From an optimization exercise on the open Yosys and OpenROAD flow, aimed at small area, a short achievable clock period and few clock cycles per item; shortcuts taken in it are not production practice.
At most, simulation tests tie the RTL to the original design; equivalence was not proved.
Power figures rest on the tool's default switching activity, not on a simulated workload.

==> inputs of v11 <==
==> flow/design.v <==
`default_nettype none
package cacheCfgPkg;
	localparam int TagWidth = 26;
	localparam int IndexWidth = 3;
	localparam int NumSets = 8;  
	localparam int WordsPerBlock = 2;
	localparam int NumWays = 2;
	typedef logic [TagWidth-1:0] tagT;
	typedef logic [IndexWidth-1:0] indexT;
	typedef enum logic [2:0] {
		Idle,
		WriteBack0,  
		WriteBack1,
		Fill0,  
		Fill1
	} ctrlStateT;
endpackage
`default_nettype wire
`default_nettype none
package cpuTypesPkg;
	typedef logic [31:0] wordT;
	typedef struct packed {
		logic [25:0] tag;  
		logic [2:0] index;  
		logic wordSel;  
		logic [1:0] byteOff;  
	} dAddrFieldsT;
	typedef union packed {
		wordT flat;
		dAddrFieldsT fields;
	} dAddrT;
endpackage
`default_nettype wire
`timescale 1ns/1ps
`default_nettype none
module dcacheTop (
	input logic CLK,
	input logic nRST,
	input logic dmemREN,
	input logic dmemWEN,
	input logic [31:0] dmemAddr,
	input logic [31:0] dmemStore,
	output logic [31:0] dmemLoad,
	output logic dhit,
	output logic dREN,
	output logic dWEN,
	output logic [31:0] dAddr,
	output logic [31:0] dStore,
	input logic [31:0] dLoad,
	input logic dwait
);
	localparam logic [1:0] Idle = 2'd0, WB1 = 2'd1, F0 = 2'd2, F1 = 2'd3;
	logic [1:0] state;
	logic [7:0] valid0, valid1, dirty0, dirty1, lru;
	logic [25:0] tag0 [8];
	logic [25:0] tag1 [8];
	logic [31:0] data0 [8][2];
	logic [31:0] data1 [8][2];
	logic [25:0] reqTag;
	logic [2:0] idx;
	logic ws, req;
	assign reqTag = dmemAddr[31:6];
	assign idx = dmemAddr[5:3];
	assign ws = dmemAddr[2];
	assign req = dmemREN | dmemWEN;
	logic hit0, hit1, hit, v, vdirty, idle;
	assign idle = (state == Idle);
	assign hit0 = valid0[idx] && (tag0[idx] == reqTag);
	assign hit1 = valid1[idx] && (tag1[idx] == reqTag);
	assign hit = hit0 | hit1;
	assign v = lru[idx];
	assign vdirty = v ? dirty1[idx] : dirty0[idx];  
	logic miss;
	assign miss = idle & req & ~hit;
	logic [31:0] w00, w01, w10, w11;
	assign w00 = data0[idx][0];
	assign w01 = data0[idx][1];
	assign w10 = data1[idx][0];
	assign w11 = data1[idx][1];
	logic [31:0] rd0, rd1;
	assign rd0 = ws ? w01 : w00;
	assign rd1 = ws ? w11 : w10;
	logic wbPhase;
	assign wbPhase = (state == WB1);
	assign dhit = (idle & req & hit) | ((state == F1) & ~dwait);
	assign dWEN = (miss & vdirty) | wbPhase;
	assign dREN = (miss & ~vdirty) | (state == F0) | (state == F1);
	logic [25:0] vtag;
	assign vtag = v ? tag1[idx] : tag0[idx];
	assign dAddr = {((idle & vdirty) | wbPhase) ? vtag : reqTag, idx, state[0], 2'b00};
	assign dStore = v ? (wbPhase ? w11 : w10) : (wbPhase ? w01 : w00);
	always_comb begin
		if (state == F1)
			dmemLoad = ws ? dLoad : (v ? w10 : w00);
		else
			dmemLoad = hit1 ? rd1 : rd0;
	end
	logic fillTake, fillWord, fillDone;
	assign fillTake = ~dwait & (((miss & ~vdirty) | (state == F0)) | (state == F1));
	assign fillWord = (state == F1);
	assign fillDone = (state == F1) & ~dwait;
	logic [31:0] fillData;
	assign fillData = (dmemWEN && ws == fillWord) ? dmemStore : dLoad;
	logic storeHit;
	assign storeHit = idle & dmemWEN & hit;
	always_ff @(posedge CLK) begin
		if (storeHit & hit0) data0[idx][ws] <= dmemStore;
		else if (fillTake & ~v) data0[idx][fillWord] <= fillData;
		if (storeHit & hit1) data1[idx][ws] <= dmemStore;
		else if (fillTake & v) data1[idx][fillWord] <= fillData;
		if (fillDone & ~v) tag0[idx] <= reqTag;
		if (fillDone & v) tag1[idx] <= reqTag;
	end
	logic [1:0] nextState;
	always_comb begin
		nextState = state;
		case (state)
			Idle: if (miss & ~dwait) nextState = vdirty ? WB1 : F1;
			WB1: if (~dwait) nextState = F0;
			F0: if (~dwait) nextState = F1;
			default: if (~dwait) nextState = Idle;
		endcase
	end
	always_ff @(posedge CLK or negedge nRST) begin
		if (!nRST) begin
			state <= Idle;
			valid0 <= '0;
			valid1 <= '0;
			dirty0 <= '0;
			dirty1 <= '0;
			lru <= '0;
		end else begin
			state <= nextState;
			if (idle & req & hit) begin
				lru[idx] <= hit0;
				if (dmemWEN) begin
					if (hit0) dirty0[idx] <= 1'b1;
					if (hit1) dirty1[idx] <= 1'b1;
				end
			end
			if (fillDone) begin
				lru[idx] <= ~v;
				if (v) begin
					valid1[idx] <= 1'b1;
					dirty1[idx] <= dmemWEN;
				end else begin
					valid0[idx] <= 1'b1;
					dirty0[idx] <= dmemWEN;
				end
			end
		end
	end
endmodule
`default_nettype wire
==> flow/run.sh <==
#!/bin/bash
# synth_recipe.tcl (not shown) runs the flow's synth.tcl, then flattens the netlist and writes it again
# the make line also repeats each setting of config.mk as NAME=value (left out here)
make -C /OpenROAD-flow-scripts/flow DESIGN_CONFIG=/design/flow/config.mk WORK_HOME=/design/flow/orfs CLKGATE_MAP_FILE= SYNTH_SCRIPT=/design/flow/synth_recipe.tcl finish
==> flow/config.mk <==
export PLATFORM = sky130hd
export DESIGN_NAME = dcacheTop
export DESIGN_NICKNAME = dcacheTop
export VERILOG_FILES = /design/flow/design.v
export SDC_FILE = /design/flow/constraint.sdc
export NUM_CORES = 4
export LEC_CHECK = 0
export CAP_MARGIN = 20
export CORE_MARGIN = 2
export CORE_UTILIZATION = 40
export SLEW_MARGIN = 20
==> flow/constraint.sdc <==
create_clock -name core_clock -period 7.5 [get_ports {CLK}]
set_input_delay 1.5000 -clock core_clock [delete_from_list [all_inputs] [get_ports {CLK}]]
set_output_delay 1.5000 -clock core_clock [all_outputs]
set_load 0.01 [all_outputs]
==> v23: changes against v11 <==
==> flow/design.v, changed modules only <==
module dcacheTop (
	input logic CLK,
	input logic nRST,
	input logic dmemREN,
	input logic dmemWEN,
	input logic [31:0] dmemAddr,
	input logic [31:0] dmemStore,
	output logic [31:0] dmemLoad,
	output logic dhit,
	output logic dREN,
	output logic dWEN,
	output logic [31:0] dAddr,
	output logic [31:0] dStore,
	input logic [31:0] dLoad,
	input logic dwait
);
	logic [7:0] valid0, valid1, dirty0, dirty1, lru;
	logic [25:0] tag0 [8];
	logic [25:0] tag1 [8];
	logic [31:0] data0 [8][2];
	logic [31:0] data1 [8][2];
	logic hitResp;  
	logic wb0, wb1, f0, f1;
	logic [29:0] addrR;  
	logic [31:0] wordR;  
	logic [25:0] reqTag;
	logic [2:0] idx;
	logic ws, req;
	assign reqTag = dmemAddr[31:6];
	assign idx = dmemAddr[5:3];
	assign ws = dmemAddr[2];
	assign req = dmemREN | dmemWEN;
	logic idle;
	assign idle = ~(hitResp | wb0 | wb1 | f0 | f1);
	logic [7:0] match0, match1;
	always_comb begin
		for (int s = 0; s < 8; s++) begin
			match0[s] = valid0[s] && (tag0[s] == reqTag);
			match1[s] = valid1[s] && (tag1[s] == reqTag);
		end
	end
	logic hit0, hit1, hit, v, vdirty;
	assign hit0 = match0[idx];
	assign hit1 = match1[idx];
	assign hit = hit0 | hit1;
	assign v = lru[idx];
	assign vdirty = v ? dirty1[idx] : dirty0[idx];  
	logic look, lookHit, lookMiss;
	assign look = idle & req;
	assign lookHit = look & hit;
	assign lookMiss = look & ~hit;
	logic [31:0] w00, w01, w10, w11;
	assign w00 = data0[idx][0];
	assign w01 = data0[idx][1];
	assign w10 = data1[idx][0];
	assign w11 = data1[idx][1];
	logic [25:0] vtag;
	assign vtag = v ? tag1[idx] : tag0[idx];
	assign dhit = hitResp | (f1 & ~dwait);
	assign dWEN = wb0 | wb1;
	assign dREN = f0 | f1;
	assign dAddr = {addrR, 2'b00};
	assign dStore = wordR;
	assign dmemLoad = (f1 & ws) ? dLoad : wordR;
	logic fillTake, fillDone;
	assign fillTake = ~dwait & (f0 | f1);
	assign fillDone = ~dwait & f1;
	logic [31:0] fillData;
	assign fillData = (dmemWEN && ws == f1) ? dmemStore : dLoad;
	logic storeHit;
	assign storeHit = lookHit & dmemWEN;
	always_ff @(posedge CLK) begin
		if (storeHit & hit0) data0[idx][ws] <= dmemStore;
		else if (fillTake & ~v) data0[idx][f1] <= fillData;
		if (storeHit & hit1) data1[idx][ws] <= dmemStore;
		else if (fillTake & v) data1[idx][f1] <= fillData;
		if (fillDone & ~v) tag0[idx] <= reqTag;
		if (fillDone & v) tag1[idx] <= reqTag;
		if (look) begin
			if (hit) wordR <= hit1 ? (ws ? w11 : w10) : (ws ? w01 : w00);
			else wordR <= v ? w10 : w00;
			addrR <= {(vdirty ? vtag : reqTag), idx, 1'b0};
		end else if (~dwait) begin
			if (wb0) begin
				wordR <= v ? w11 : w01;
				addrR[0] <= 1'b1;
			end
			if (wb1) addrR <= {reqTag, idx, 1'b0};
			if (f0) begin
				wordR <= dLoad;
				addrR[0] <= 1'b1;
			end
		end
	end
	always_ff @(posedge CLK or negedge nRST) begin
		if (!nRST) begin
			hitResp <= 1'b0;
			wb0 <= 1'b0;
			wb1 <= 1'b0;
			f0 <= 1'b0;
			f1 <= 1'b0;
			valid0 <= '0;
			valid1 <= '0;
			dirty0 <= '0;
			dirty1 <= '0;
			lru <= '0;
		end else begin
			hitResp <= lookHit;
			if (lookMiss) begin
				wb0 <= vdirty;
				f0 <= ~vdirty;
			end
			if (~dwait) begin
				if (wb0) begin
					wb0 <= 1'b0;
					wb1 <= 1'b1;
				end
				if (wb1) begin
					wb1 <= 1'b0;
					f0 <= 1'b1;
				end
				if (f0) begin
					f0 <= 1'b0;
					f1 <= 1'b1;
				end
				if (f1) f1 <= 1'b0;
			end
			if (lookHit) begin
				lru[idx] <= hit0;
				if (dmemWEN) begin
					if (hit0) dirty0[idx] <= 1'b1;
					if (hit1) dirty1[idx] <= 1'b1;
				end
			end
			if (fillDone) begin
				lru[idx] <= ~v;
				if (v) begin
					valid1[idx] <= 1'b1;
					dirty1[idx] <= dmemWEN;
				end else begin
					valid0[idx] <= 1'b1;
					dirty0[idx] <= dmemWEN;
				end
			end
		end
	end
endmodule
--- a/flow/config.mk
+++ b/flow/config.mk
@@ -6,6 +6,9 @@
 export NUM_CORES = 4
 export LEC_CHECK = 0
+export ABC_CLOCK_PERIOD_IN_PS = 3000
 export CAP_MARGIN = 20
 export CORE_MARGIN = 2
 export CORE_UTILIZATION = 40
+export SETUP_SLACK_MARGIN = 4.0
 export SLEW_MARGIN = 20
+export TNS_END_PERCENT = 5
==> v35: changes against v11 <==
==> flow/design.v, changed modules only <==
module dcacheTop (
	input logic CLK,
	input logic nRST,
	input logic dmemREN,
	input logic dmemWEN,
	input logic [31:0] dmemAddr,
	input logic [31:0] dmemStore,
	output logic [31:0] dmemLoad,
	output logic dhit,
	output logic dREN,
	output logic dWEN,
	output logic [31:0] dAddr,
	output logic [31:0] dStore,
	input logic [31:0] dLoad,
	input logic dwait
);
	logic [7:0] valid0, valid1, dirty0, dirty1, lru;
	logic [25:0] tag0 [8];
	logic [25:0] tag1 [8];
	logic [31:0] data0 [8][2];
	logic [31:0] data1 [8][2];
	logic hitResp;  
	logic hitWay;  
	logic fillResp;  
	logic wb0, wb1, f0, f1;  
	logic drenR, dwenR, dhitR;
	logic [29:0] addrR;  
	logic [31:0] loadR;  
	logic [31:0] storeR;  
	logic [25:0] reqTag;
	logic [2:0] idx;
	logic ws, req;
	assign reqTag = dmemAddr[31:6];
	assign idx = dmemAddr[5:3];
	assign ws = dmemAddr[2];
	assign req = dmemREN | dmemWEN;
	logic idle;
	assign idle = ~(hitResp | fillResp | wb0 | wb1 | f0 | f1);
	logic [7:0] match0, match1;
	always_comb begin
		for (int s = 0; s < 8; s++) begin
			match0[s] = valid0[s] && (tag0[s] == reqTag);
			match1[s] = valid1[s] && (tag1[s] == reqTag);
		end
	end
	logic hit0, hit1, hit, v, vdirty;
	logic vR;  
	assign hit0 = match0[idx];
	assign hit1 = match1[idx];
	assign hit = hit0 | hit1;
	assign v = lru[idx];
	assign vdirty = v ? dirty1[idx] : dirty0[idx];  
	logic look, lookHit, lookMiss;
	assign look = idle & req;
	assign lookHit = look & hit;
	assign lookMiss = look & ~hit;
	logic [31:0] s00, s01, s10, s11;
	assign s00 = data0[idx][0];
	assign s01 = data0[idx][1];
	assign s10 = data1[idx][0];
	assign s11 = data1[idx][1];
	logic [25:0] vtag;
	assign vtag = v ? tag1[idx] : tag0[idx];
	assign dhit = dhitR;
	assign dWEN = dwenR;
	assign dREN = drenR;
	assign dAddr = {addrR, 2'b00};
	assign dStore = storeR;
	assign dmemLoad = loadR;
	logic fillTake, fillDone;
	assign fillTake = ~dwait & (f0 | f1);
	assign fillDone = ~dwait & f1;
	logic nWb0, nWb1, nF0, nF1;
	assign nWb0 = (lookMiss & vdirty) | (wb0 & dwait);
	assign nWb1 = (wb0 & ~dwait) | (wb1 & dwait);
	assign nF0 = (lookMiss & ~vdirty) | (wb1 & ~dwait) | (f0 & dwait);
	assign nF1 = (f0 & ~dwait) | (f1 & dwait);
	logic fillPhase;
	assign fillPhase = f0 | f1;
	logic [31:0] rd0, rd1;
	assign rd0 = ws ? s01 : s00;
	assign rd1 = ws ? s11 : s10;
	logic wbTag;
	assign wbTag = idle ? vdirty : (wb0 | (wb1 & dwait));
	always_ff @(posedge CLK) begin
		addrR <= {(wbTag ? vtag : reqTag), idx, nWb1 | nF1};
		case ({v, nWb1})
			2'b00: storeR <= s00;
			2'b01: storeR <= s01;
			2'b10: storeR <= s10;
			default: storeR <= s11;
		endcase
		if (~(f1 & ~ws)) loadR <= hit1 ? (fillPhase ? dLoad : rd1) : (fillPhase ? dLoad : rd0);
		hitWay <= hit1;
		if (idle) vR <= v;
	end
	logic [31:0] fillData;
	assign fillData = (dmemWEN && ws == f1) ? dmemStore : dLoad;
	logic storeHit;
	assign storeHit = hitResp & dmemWEN;
	always_ff @(posedge CLK) begin
		if (storeHit & ~hitWay) data0[idx][ws] <= dmemStore;
		else if (fillTake & ~vR) data0[idx][f1] <= fillData;
		if (storeHit & hitWay) data1[idx][ws] <= dmemStore;
		else if (fillTake & vR) data1[idx][f1] <= fillData;
		if (fillDone & ~vR) tag0[idx] <= reqTag;
		if (fillDone & vR) tag1[idx] <= reqTag;
	end
	always_ff @(posedge CLK or negedge nRST) begin
		if (!nRST) begin
			hitResp <= 1'b0;
			fillResp <= 1'b0;
			wb0 <= 1'b0;
			wb1 <= 1'b0;
			f0 <= 1'b0;
			f1 <= 1'b0;
			drenR <= 1'b0;
			dwenR <= 1'b0;
			dhitR <= 1'b0;
			valid0 <= '0;
			valid1 <= '0;
			dirty0 <= '0;
			dirty1 <= '0;
			lru <= '0;
		end else begin
			hitResp <= lookHit;
			fillResp <= fillDone;
			dhitR <= lookHit | fillDone;
			wb0 <= nWb0;
			wb1 <= nWb1;
			f0 <= nF0;
			f1 <= nF1;
			dwenR <= nWb0 | nWb1;
			drenR <= nF0 | nF1;
			if (hitResp) begin
				lru[idx] <= ~hitWay;
				if (dmemWEN) begin
					if (hitWay) dirty1[idx] <= 1'b1;
					else dirty0[idx] <= 1'b1;
				end
			end
			if (fillDone) begin
				lru[idx] <= ~vR;
				if (vR) begin
					valid1[idx] <= 1'b1;
					dirty1[idx] <= dmemWEN;
				end else begin
					valid0[idx] <= 1'b1;
					dirty0[idx] <= dmemWEN;
				end
			end
		end
	end
endmodule
--- a/flow/config.mk
+++ b/flow/config.mk
@@ -6,6 +6,11 @@
 export NUM_CORES = 4
 export LEC_CHECK = 0
+export ABC_CLOCK_PERIOD_IN_PS = 2500
 export CAP_MARGIN = 20
 export CORE_MARGIN = 2
-export CORE_UTILIZATION = 40
+export CORE_UTILIZATION = 55
+export CTS_CLUSTER_DIAMETER = 70
+export CTS_CLUSTER_SIZE = 25
+export SETUP_SLACK_MARGIN = 4.5
 export SLEW_MARGIN = 20
+export TNS_END_PERCENT = 5
==> qor summary <==
item	v23	v11	v35
Result of the run	finished clean	finished clean	finished clean
Mapped Avg Cell Area	15.85 sq um	16.67 sq um	15.30 sq um
Seq pwr share	0.452	0.466	0.502
Post-Synth Adder-Cell Area	0.0009577	0.001874	0.0007691
Multiplexer area fraction after synthesis	0.06902	0.09580	0.03825
Flip-flop and latch area	46220 sq um	44290 sq um	46720 sq um
Clock period minus final worst setup slack	4.185 ns	7.331 ns	3.504 ns
Maximum clock frequency	238.9 MHz	136.4 MHz	285.4 MHz
Insertion delay to the later sink of the worst-skew pair	0.83 ns	0.83 ns	0.73 ns
Fraction of registers with async set/reset	0.02909	0.02834	0.03091
Kind of end point of the critical path	primary output	primary output	flip-flop
Worst voltage drop across the vdd grid	0.0002283 V	0.0002346 V	0.0002441 V
Hold slack final	0.5162 ns	0.4438 ns	0.4796 ns
Period utilisation layout	0.5580	0.9775	0.4671
Number of diodes	5	2	2
Largest clock skew in the final design	0.08561 ns	0.05059 ns	0.02648 ns
Power attributed to the clock group	7790 uW	7540 uW	5970 uW
Area growth from synthesis to layout	25.94%	18.26%	20.01%
Testbench counts of v11, summed over its fixed seeds: cycles 85,752, items 24,000.
Function not checked in v23 and v35: the RTL went through the layout flow alone.

-- what the ideal ports hide --
Ports are ideal in the flow. The routed layouts listed here were re-timed in OpenROAD.
Step 1, drivers: a clkbuf_16 drives CLK and a buf_2 each remaining input, both assumed.
Step 2 also shifts input and output timing later by t, the mid clock arrival at the registers, as if the neighbouring blocks saw the same clock.
Three values: ideal ports, drivers, drivers and shift; two values: the first two.
run | t (ns) | slack for setup (ns) | worst setup path after step 2
v11 | 0.883 | 0.169 / 0.116 / 0.116 | input to output
v23 | 0.881 | 3.315 / 3.254 / 2.431 | input to register
v35 | 0.800 | 3.996 / 3.851 / 3.051 | input to register
After both steps every run listed still meets setup and hold. For v35, which loses most, drivers alone change the setup slack by -0.145 ns; drivers and shift together by -0.945 ns.
